This is an optimization exercise on Yosys and OpenROAD, whose aim is small area, a short achievable clock period and few clock cycles, not a production implementation.
The RTL was checked by simulation tests, not by an equivalence proof against the original design.

## design.v

```verilog
package trig_pkg;
	typedef logic signed [20:0] fix_t;
	localparam int FIX_W = 21;
	localparam int FRAC_BITS = 16;
	localparam int PI_FIX = 205887;
	localparam int TWO_PI_FIX = 411775;
	localparam int HALF_PI_FIX = 102944;
	localparam int RESULT_DEPTH = 4;
	localparam logic [3:0] ADDR_ANGLE = 4'h0;
	localparam logic [3:0] ADDR_CTRL = 4'h4;
	localparam logic [3:0] ADDR_STATUS = 4'h8;
	localparam logic [3:0] ADDR_RESULT = 4'hC;
	localparam logic [1:0] RESP_OKAY = 2'b00;
	localparam logic [1:0] RESP_SLVERR = 2'b10;
endpackage
`timescale 1ns/1ps
module sq_angle (
	input logic [17:0] u,
	output logic [19:0] xx
);
	logic [35:0] acc;
	always_comb begin
		acc = 36'd32768;
		for (int i = 0; i < 18; i++)
			acc = acc + ((36'(u[i] ? (u >> (i + 1)) : 18'd0) << (2 * i + 2)) | (36'(u[i]) << (2 * i)));
	end
	assign xx = acc[35:16];
endmodule
module sq_est (
	input logic [15:0] t,
	output logic [14:0] v
);
	logic [32:0] acc;
	always_comb begin
		acc = {1'b0, t, 16'd0} + 33'd32767;
		for (int i = 0; i < 16; i++)
			acc = acc - ((33'(t[i] ? (t >> (i + 1)) : 16'd0) << (2 * i + 2)) | (33'(t[i]) << (2 * i)));
	end
	assign v = acc[30:16];
endmodule
`timescale 1ns/1ps
module scale_lin (
	input logic [17:0] u,
	input logic neg,
	output logic [18:0] lin
);
	logic [34:0] w;
	logic [34:0] acc;
	assign w = 35'(u);
	assign acc = (w << 16) + (w << 14) + (w << 10) + (w << 9) - (w << 4) + (w << 2) - w
		+ 35'd32768 - 35'(neg);
	assign lin = acc[34:16];
endmodule
module scale_sq (
	input logic [18:0] lin,
	input logic [19:0] xx,
	output logic signed [17:0] est
);
	logic [33:0] w;
	logic [33:0] acc;
	assign w = 34'(xx);
	assign acc = {lin[17:0], 16'd0} - (w << 15) + (w << 13) - (w << 11) + (w << 6) - w + 34'd32767;
	assign est = acc[33:16];
endmodule
module scale_refine (
	input logic [15:0] t,
	input logic [14:0] v,
	input logic neg,
	output logic [16:0] mag
);
	logic [32:0] w;
	logic [32:0] acc;
	assign w = 33'(v);
	assign acc = {1'b0, t, 16'd0} - (w << 14) + (w << 11) - (w << 9) + (w << 7) - (w << 5) + (w << 3) - (w << 1)
		+ 33'd32768 - 33'(neg);
	assign mag = acc[32:16];
endmodule
`timescale 1ns/1ps
module angle_wrap (
	input logic [20:0] angle,
	input logic cos_sel,
	output logic neg,
	output logic [17:0] mag
);
	localparam int P = trig_pkg::PI_FIX;
	localparam int T = trig_pkg::TWO_PI_FIX;
	localparam int H = trig_pkg::HALF_PI_FIX;
	logic signed [21:0] a;
	logic [2:0] up;
	logic [2:0] dn;
	logic signed [18:0] off;
	logic signed [18:0] pos;
	logic signed [18:0] ngt;
	assign a = {angle[20], angle};
	always_comb begin
		if (cos_sel) begin
			up[2] = a >= 22'sd0 + (P + 2 * T - H);
			up[1] = a >= 22'sd0 + (P + T - H);
			up[0] = a >= 22'sd0 + (P - H);
			dn[2] = a < 22'sd0 + (-P - 2 * T - H);
			dn[1] = a < 22'sd0 + (-P - T - H);
			dn[0] = a < 22'sd0 + (-P - H);
		end else begin
			up[2] = a >= 22'sd0 + (P + 2 * T);
			up[1] = a >= 22'sd0 + (P + T);
			up[0] = a >= 22'sd0 + P;
			dn[2] = a < 22'sd0 + (-P - 2 * T);
			dn[1] = a < 22'sd0 + (-P - T);
			dn[0] = a < 22'sd0 + (-P);
		end
	end
	always_comb begin
		int o;
		if (up[2]) o = -3 * T;
		else if (up[1]) o = -2 * T;
		else if (up[0]) o = -T;
		else if (dn[2]) o = 3 * T;
		else if (dn[1]) o = 2 * T;
		else if (dn[0]) o = T;
		else o = 0;
		off = 19'(o + (cos_sel ? H : 0));
	end
	assign pos = a[18:0] + off;
	assign ngt = ~a[18:0] + (19'sd1 - off);
	assign neg = pos[18];
	assign mag = neg ? ngt[17:0] : pos[17:0];
endmodule
`timescale 1ns/1ps
module sine_pipe (
	input logic clk,
	input logic reset,
	input logic in_valid,
	input logic [20:0] angle,
	input logic cos_sel,
	output logic out_valid,
	output logic out_neg,
	output logic [16:0] out_mag
);
	logic [20:0] a0;
	logic c0;
	logic n1;
	logic [17:0] u1;
	logic n2;
	logic [19:0] xx2;
	logic [18:0] lin2;
	logic n3;
	logic signed [17:0] e3;
	logic n4;
	logic [16:0] t4;
	logic [14:0] v4;
	logic [4:0] valid;
	logic nw;
	logic [17:0] uw;
	logic [19:0] xxw;
	logic [18:0] linw;
	logic signed [17:0] ew;
	logic [16:0] tw;
	logic [14:0] vw;
	logic [16:0] mw;
	angle_wrap u_wrap (
		.angle(a0),
		.cos_sel(c0),
		.neg(nw),
		.mag(uw)
	);
	sq_angle u_sq (
		.u(u1),
		.xx(xxw)
	);
	scale_lin u_lin (
		.u(u1),
		.neg(n1),
		.lin(linw)
	);
	scale_sq u_est (
		.lin(lin2),
		.xx(xx2),
		.est(ew)
	);
	assign tw = e3[17] ? {15'd0, 2'(~e3[1:0]) + 2'd1} : e3[16:0];
	sq_est u_sq_est (
		.t(tw[15:0]),
		.v(vw)
	);
	scale_refine u_refine (
		.t(t4[15:0]),
		.v(v4),
		.neg(n4),
		.mag(mw)
	);
	always_ff @(posedge clk) begin
		a0 <= angle;
		c0 <= cos_sel;
		n1 <= nw;
		u1 <= uw;
		n2 <= n1;
		xx2 <= xxw;
		lin2 <= linw;
		n3 <= n2;
		e3 <= ew;
		n4 <= n3 ^ e3[17];
		t4 <= tw;
		v4 <= vw;
	end
	always_ff @(posedge clk) begin
		if (reset)
			valid <= '0;
		else
			valid <= {valid[3:0], in_valid};
	end
	assign out_valid = valid[4];
	assign out_neg = n4;
	assign out_mag = {t4[16], 16'd0} | mw;
endmodule
`timescale 1ns/1ps
module result_fifo (
	input logic clk,
	input logic reset,
	input logic push,
	input logic pop,
	input logic push_neg,
	input logic [16:0] push_mag,
	output logic head_neg,
	output logic [16:0] head_mag,
	output logic [2:0] count
);
	logic [17:0] mem [trig_pkg::RESULT_DEPTH];
	logic [1:0] wr_ptr;
	logic [1:0] rd_ptr;
	assign {head_neg, head_mag} = mem[rd_ptr];
	always_ff @(posedge clk) begin
		if (reset) begin
			wr_ptr <= '0;
			rd_ptr <= '0;
			count <= 3'd0;
		end else begin
			if (push)
				wr_ptr <= wr_ptr + 1'b1;
			if (pop)
				rd_ptr <= rd_ptr + 1'b1;
			count <= count + 3'(push) - 3'(pop);
		end
	end
	always_ff @(posedge clk) begin
		if (push)
			mem[wr_ptr] <= {push_neg, push_mag};
	end
endmodule
`timescale 1ns/1ps
module trig_axil_regs (
	input logic clk,
	input logic reset,
	input logic s_awvalid,
	input logic [3:0] s_awaddr,
	input logic s_wvalid,
	input logic [31:0] s_wdata,
	input logic s_bready,
	input logic s_arvalid,
	input logic [3:0] s_araddr,
	input logic s_rready,
	output logic s_awready,
	output logic s_wready,
	output logic s_bvalid,
	output logic [1:0] s_bresp,
	output logic s_arready,
	output logic s_rvalid,
	output logic [31:0] s_rdata,
	output logic [1:0] s_rresp,
	input logic [2:0] count,
	input logic head_neg,
	input logic [16:0] head_mag,
	output logic launch,
	output logic cos_sel,
	output logic pop
);
	logic wr_ready;
	logic wr_fire;
	logic rd_fire;
	logic b_valid;
	logic b_err;
	logic r_valid;
	logic r_err;
	logic [16:0] r_lo;
	logic r_hi;
	logic [2:0] owed;
	logic [2:0] owed_next;
	logic b_valid_next;
	logic [17:0] head;
	logic [17:0] rd_val;
	logic rd_err;
	assign wr_fire = s_awvalid && s_wvalid && wr_ready;
	assign launch = wr_fire && (s_awaddr == trig_pkg::ADDR_ANGLE);
	assign rd_fire = s_arvalid && !r_valid;
	assign pop = rd_fire && (s_araddr == trig_pkg::ADDR_RESULT) && (count != 3'd0);
	assign owed_next = owed + 3'(launch) - 3'(pop);
	assign b_valid_next = wr_fire || (b_valid && !s_bready);
	assign head = head_neg ? -{1'b0, head_mag} : {1'b0, head_mag};
	always_comb begin
		rd_val = '0;
		rd_err = 1'b0;
		case (s_araddr)
			trig_pkg::ADDR_CTRL: rd_val = {17'd0, cos_sel};
			trig_pkg::ADDR_STATUS: rd_val = {13'd0, owed != count, 1'b0, count};
			trig_pkg::ADDR_RESULT: begin
				if (count != 3'd0)
					rd_val = head;
				else
					rd_err = 1'b1;
			end
			default: rd_err = 1'b1;
		endcase
	end
	always_ff @(posedge clk) begin
		if (reset) begin
			b_valid <= 1'b0;
			r_valid <= 1'b0;
			cos_sel <= 1'b0;
			owed <= 3'd0;
			wr_ready <= 1'b0;
		end else begin
			b_valid <= b_valid_next;
			if (rd_fire)
				r_valid <= 1'b1;
			else if (s_rready)
				r_valid <= 1'b0;
			if (wr_fire && s_awaddr == trig_pkg::ADDR_CTRL)
				cos_sel <= s_wdata[0];
			owed <= owed_next;
			wr_ready <= !b_valid_next && owed_next != 3'd4;
		end
	end
	always_ff @(posedge clk) begin
		if (wr_fire)
			b_err <= !(s_awaddr == trig_pkg::ADDR_ANGLE || s_awaddr == trig_pkg::ADDR_CTRL);
		if (rd_fire) begin
			r_err <= rd_err;
			r_lo <= rd_val[16:0];
			r_hi <= rd_val[17];
		end
	end
	assign s_awready = wr_ready;
	assign s_wready = wr_ready;
	assign s_bvalid = b_valid;
	assign s_bresp = {b_err, 1'b0};
	assign s_arready = !r_valid;
	assign s_rvalid = r_valid;
	assign s_rdata = {{15{r_hi}}, r_lo};
	assign s_rresp = {r_err, 1'b0};
endmodule
`timescale 1ns/1ps
module trig_top (
	input logic clk,
	input logic reset,
	input logic s_awvalid,
	input logic [3:0] s_awaddr,
	input logic s_wvalid,
	input logic [31:0] s_wdata,
	input logic s_bready,
	input logic s_arvalid,
	input logic [3:0] s_araddr,
	input logic s_rready,
	output logic s_awready,
	output logic s_wready,
	output logic s_bvalid,
	output logic [1:0] s_bresp,
	output logic s_arready,
	output logic s_rvalid,
	output logic [31:0] s_rdata,
	output logic [1:0] s_rresp
);
	logic launch;
	logic cos_sel;
	logic pop;
	logic [2:0] count;
	logic head_neg;
	logic [16:0] head_mag;
	logic sin_valid;
	logic sin_neg;
	logic [16:0] sin_mag;
	trig_axil_regs u_regs (
		.clk(clk),
		.reset(reset),
		.s_awvalid(s_awvalid),
		.s_awaddr(s_awaddr),
		.s_wvalid(s_wvalid),
		.s_wdata(s_wdata),
		.s_bready(s_bready),
		.s_arvalid(s_arvalid),
		.s_araddr(s_araddr),
		.s_rready(s_rready),
		.s_awready(s_awready),
		.s_wready(s_wready),
		.s_bvalid(s_bvalid),
		.s_bresp(s_bresp),
		.s_arready(s_arready),
		.s_rvalid(s_rvalid),
		.s_rdata(s_rdata),
		.s_rresp(s_rresp),
		.count(count),
		.head_neg(head_neg),
		.head_mag(head_mag),
		.launch(launch),
		.cos_sel(cos_sel),
		.pop(pop)
	);
	sine_pipe u_sine (
		.clk(clk),
		.reset(reset),
		.in_valid(launch),
		.angle(s_wdata[20:0]),
		.cos_sel(cos_sel),
		.out_valid(sin_valid),
		.out_neg(sin_neg),
		.out_mag(sin_mag)
	);
	result_fifo u_fifo (
		.clk(clk),
		.reset(reset),
		.push(sin_valid),
		.pop(pop),
		.push_neg(sin_neg),
		.push_mag(sin_mag),
		.head_neg(head_neg),
		.head_mag(head_mag),
		.count(count)
	);
endmodule
`timescale 1ns/1ps
module trig_unit (
	input logic clk,
	input logic reset,
	input logic s_awvalid,
	input logic [3:0] s_awaddr,
	input logic s_wvalid,
	input logic [31:0] s_wdata,
	input logic s_bready,
	input logic s_arvalid,
	input logic [3:0] s_araddr,
	input logic s_rready,
	output logic s_awready,
	output logic s_wready,
	output logic s_bvalid,
	output logic [1:0] s_bresp,
	output logic s_arready,
	output logic s_rvalid,
	output logic [31:0] s_rdata,
	output logic [1:0] s_rresp
);
	trig_top u_top (
		.clk(clk),
		.reset(reset),
		.s_awvalid(s_awvalid),
		.s_awaddr(s_awaddr),
		.s_wvalid(s_wvalid),
		.s_wdata(s_wdata),
		.s_bready(s_bready),
		.s_arvalid(s_arvalid),
		.s_araddr(s_araddr),
		.s_rready(s_rready),
		.s_awready(s_awready),
		.s_wready(s_wready),
		.s_bvalid(s_bvalid),
		.s_bresp(s_bresp),
		.s_arready(s_arready),
		.s_rvalid(s_rvalid),
		.s_rdata(s_rdata),
		.s_rresp(s_rresp)
	);
endmodule
```

## run.sh

```bash
#!/bin/bash
# synth_recipe.tcl (not shown) runs the flow's synth.tcl, then flattens the netlist and writes it again
# the make line also repeats each setting of config.mk as NAME=value (left out here)
make -C /OpenROAD-flow-scripts/flow DESIGN_CONFIG=/design/flow/config.mk WORK_HOME=/design/flow/orfs CLKGATE_MAP_FILE= SYNTH_SCRIPT=/design/flow/synth_recipe.tcl finish
```

## config.mk

```make
export PLATFORM = sky130hd
export DESIGN_NAME = trig_unit
export DESIGN_NICKNAME = trig_unit
export VERILOG_FILES = /design/flow/design.v
export SDC_FILE = /design/flow/constraint.sdc
export NUM_CORES = 4
export LEC_CHECK = 0
export CAP_MARGIN = 20
export CORE_MARGIN = 2
export CORE_UTILIZATION = 40
export SLEW_MARGIN = 20
```

## constraint.sdc

```tcl
create_clock -name core_clock -period 10.0 [get_ports {clk}]
set_input_delay 2.0000 -clock core_clock [delete_from_list [all_inputs] [get_ports {clk}]]
set_output_delay 2.0000 -clock core_clock [all_outputs]
set_load 0.01 [all_outputs]
```

==> summary.md <==
| Metric | Value |
|---|---|
| Status | `no timing/DRC/antenna violations` |
| Worst-Skew Late Latency | `600 ps` |
| Critical path peak fanout | `17` |
| Crit start category | `register` |
| Slew Viols, Final | `0` |
| Largest net degree at the start of global routing | `30` |
| CP required | `10520 ps` |
| Minimum clock period after layout | `6900 ps` |
| Die area | `80100 um2` |
| Crit end category | `register` |
| Vias per inst | `4.86` |
| Routed vias | `20800` |
| Max Cap Viol | `0` |
| Hold Crit Class | `reg -> reg` |
| Skew final | `26.6 ps` |
| Synth warn | `6` |
| Clock Path Buffers | `3` |
| Cell variety after synth | `84` |
| CP top delay family | `adder cells` |
| Post-Synthesis Cells | `3180` |
| Syn avg cell area | `9.80 um2` |
| Placement Rows | `102` |
| TritonCTS Sinks | `245` |
| Post-synth EDFFs | `92` |
| CP max-delay cell | `nor2b_1` |
| DPL Wire Length | `53400 um` |
| Die W | `283 um` |
| Grt met2 use | `28.8%` |
| CTS root buf | `clkbuf_16` |
| GR Layer Usage met1 | `22.8%` |
| Cell Chain, Critical Path | `nor2b_1 -> nand2_1 -> fa_1 -> fa_1 -> inv_1 -> fa_1 -> inv_1 -> fa_1 -> inv_1 -> fa_1 -> fa_1 -> inv_1 -> ha_1 -> a21o_1 -> a21oi_1 -> nand2_1 -> or4_1 -> a31oi_1 -> a21oi_1 -> a21o_1 -> a21oi_1 -> xnor2_1` |
| Synth top area share | `24.8%` |
| Synth top cells by count | `inv_1, ha_1, fa_1, nand2_1, dfxtp_1` |
| CTS Buf Count | `29` |
| DRC Markers | `0` |
| Final core occ | `44.0%` |
| Die Y | `283 um` |
| Post-cts resize count | `0` |
| Total GRT Usage | `16.8%` |
| Initial antenna violation count | `0` |
| Starting DRT DRC Count | `1005` |
| Most frequent cell after synthesis | `inv_1` |
| Fin. Hold Viols | `0` |
| Setup violators final | `0` |
| Antenna Cells | `0` |
| Ranking of synthesized cells by area | `fa_1, ha_1, dfxtp_1` |
| Routed len/inst | `15.4 um` |
| Main synth FF type | `dfxtp_1` |
| Top Usage Layer GRT | `met2` |
| Synth area leader | `fa_1` |
| Post-route ant nets | `0` |
| Final period utilization | `69.0%` |
| WP buf/inv | `4` |
| Core region area | `77300 um2` |
| Peak Freq | `145 MHz` |
| Final nets | `4215` |
| CTS tree | `done` |
| Fraction of layout instances using a drive strength above 1 | `3.73%` |
| Final setup TNS | `0 ps` |
| Worst EP arrival | `7410 ps` |
| Number of port buffers | `74` |
| H-tree depth | `1` |
| Hold Buf Count CTS | `0` |
| Total Wirelength | `65900 um` |
| RePlAce Congestion | `0.864` |
| Seq/Total Area, Yosys | `18.7%` |
| # IOs | `88` |
| CP max stage delay | `860 ps` |
| Total grt overflow | `0` |
| RSZ-0062 raised after global routing | `false` |
| CP dominant cell by count | `fa_1` |
| Post-CTS Setup Bufs | `0` |
| Normalized max-slew margin | `34.4%` |
| Starting Density | `40.3%` |
| Worst-Margin Slew | `984 ps` |
| Count of state elements after synthesis | `245` |
| Clock-pin slew on the worst setup and hold paths | `70 ps` |
| Syn-to-layout area delta | `9.21%` |
| Post-synth ARST share | `0%` |
| First-pass GRT wire length | `110000 um` |
| Met3 usage | `2.17%` |
| Vias in the first global route | `21300` |
| Crit path kind | `reg -> reg` |
| First-pass iteration count of the detailed router | `5` |
| Mapped cell area | `31200 um2` |
==> logic make-up after synthesis <==
group | after synthesis | share of synthesized area, %
adder cells (fa/ha/maj) | 946 | 47.3
XOR/XNOR | 150 | 4.22
flip-flops | 245 | 18.7
AO/OA/AOI/OAI | 387 | 8.30
multiplexers | 28 | 1.63
buffers and inverters | 779 | 9.79
AND/OR/NAND/NOR | 644 | 10.1
other | 1 | 0.0120
==> flip-flops by register name, summed over array words and instances (netlist names), 2 cells and up, named ones only <==
register             count
u_top.u_fifo.count       3
u_top.u_fifo.mem        72
u_top.u_fifo.rd_ptr      2
u_top.u_fifo.wr_ptr      2
u_top.u_regs.owed        3
u_top.u_regs.r_lo       17
u_top.u_sine.a0         21
u_top.u_sine.e3         18
u_top.u_sine.lin2       18
u_top.u_sine.t4         17
u_top.u_sine.u1         18
u_top.u_sine.v4         15
u_top.u_sine.valid       5
u_top.u_sine.xx2        20
==> final timing paths <==
kind,startpoint,to,slack [ps],cells after the start
worst max-delay path,u_top.u_sine.e3[17],u_top.u_sine.v4[14],3100,22
worst min-delay path,u_top.u_sine.n2,u_top.u_sine.n3,330,0
worst max register to register,u_top.u_sine.e3[17],u_top.u_sine.v4[14],3100,22
worst min register to register,u_top.u_sine.n2,u_top.u_sine.n3,330,0
==> final cells by class <==
class / instances / area (um2)
Inverter: 688 / 2580
Fill cell: 7501 / 43300
Sequential cell: 245 / 5830
Tap cell: 1040 / 1300
Timing Repair Buffer: 102 / 951
Clock buffer: 38 / 811
Clock inverter: 16 / 262
Multi-Input combinational cell: 2157 / 22300
==> cells in the final DEF (no fill, tap or decap), types with 7 or more instances in the layout <==
cell type / n
a211o_1: 9
a211oi_1: 16
a21o_1: 61
a21oi_1: 93
a31oi_1: 16
and2_1: 71
and3_1: 17
buf_4: 28
clkbuf_16: 30
clkdlybuf4s50_1: 74
dfxtp_1: 153
edfxtp_1: 92
fa_1: 386
ha_1: 559
inv_1: 683
mux2i_1: 9
mux4_2: 18
nand2_1: 213
nand2b_1: 17
nand3_1: 28
nand4_1: 14
nand4b_1: 8
nor2_1: 147
nor2b_1: 38
nor3_1: 37
nor4_1: 7
o211ai_1: 16
o21a_1: 21
o21ai_0: 66
o21bai_1: 11
o31ai_1: 12
or2_2: 7
or3_1: 10
xnor2_1: 96
xor2_1: 53
==> stage by stage <==
| stage | cell area [um2] | hold slack (ps) | worst slack [ps] | cells |
|---|---|---|---|---|
| finish | 34000 | 326 | 3100 | 4286 |
| global route | 34000 | 329 | 2720 | 4286 |
| global placement | 33000 | 314 | 3120 | 4232 |
| CTS | 34000 | 327 | 3060 | 4286 |
| detailed placement | 33000 | 312 | 3080 | 4232 |
| floorplan | 31200 | 310 | 3980 | 3181 |
==> per-layer routing <==
metal  vias to the layer above  share of wire (%)
met2                       361                 47
met1                     10000                 46
met3                        81                4.6
met4                         0                1.8
li1                      10300                  -
met5                         -                  0
Testbench counts, summed over its fixed seeds: cycles 11,258.

==> port drivers added, routing unchanged <==
The flow's constraints put no driver on any port. The routed layout listed below was extracted and timed again, unchanged, in two steps. Step 1, drivers: a clkbuf_16 drives clk and a buf_2 each remaining input, both assumed. Step 2 moves the port delays by t, midway between the first and last clock arrival at a register: inputs arrive t later, outputs are due t later. That takes back most of the time a late clock gives input paths. a / b / c = no drivers / after step 1 / after step 2; a / b = the first two.
shift t [ns]: 0.652
setup slack, ns: 3.104 / 3.104 / 3.104
worst setup path after step 2: register to register
worst register clock-pin slew, ns: 0.07 / 0.07
After both steps setup and hold are still met in this run. The setup slack of this run moves by 0.000 ns with the drivers and by 0.000 ns with both steps.
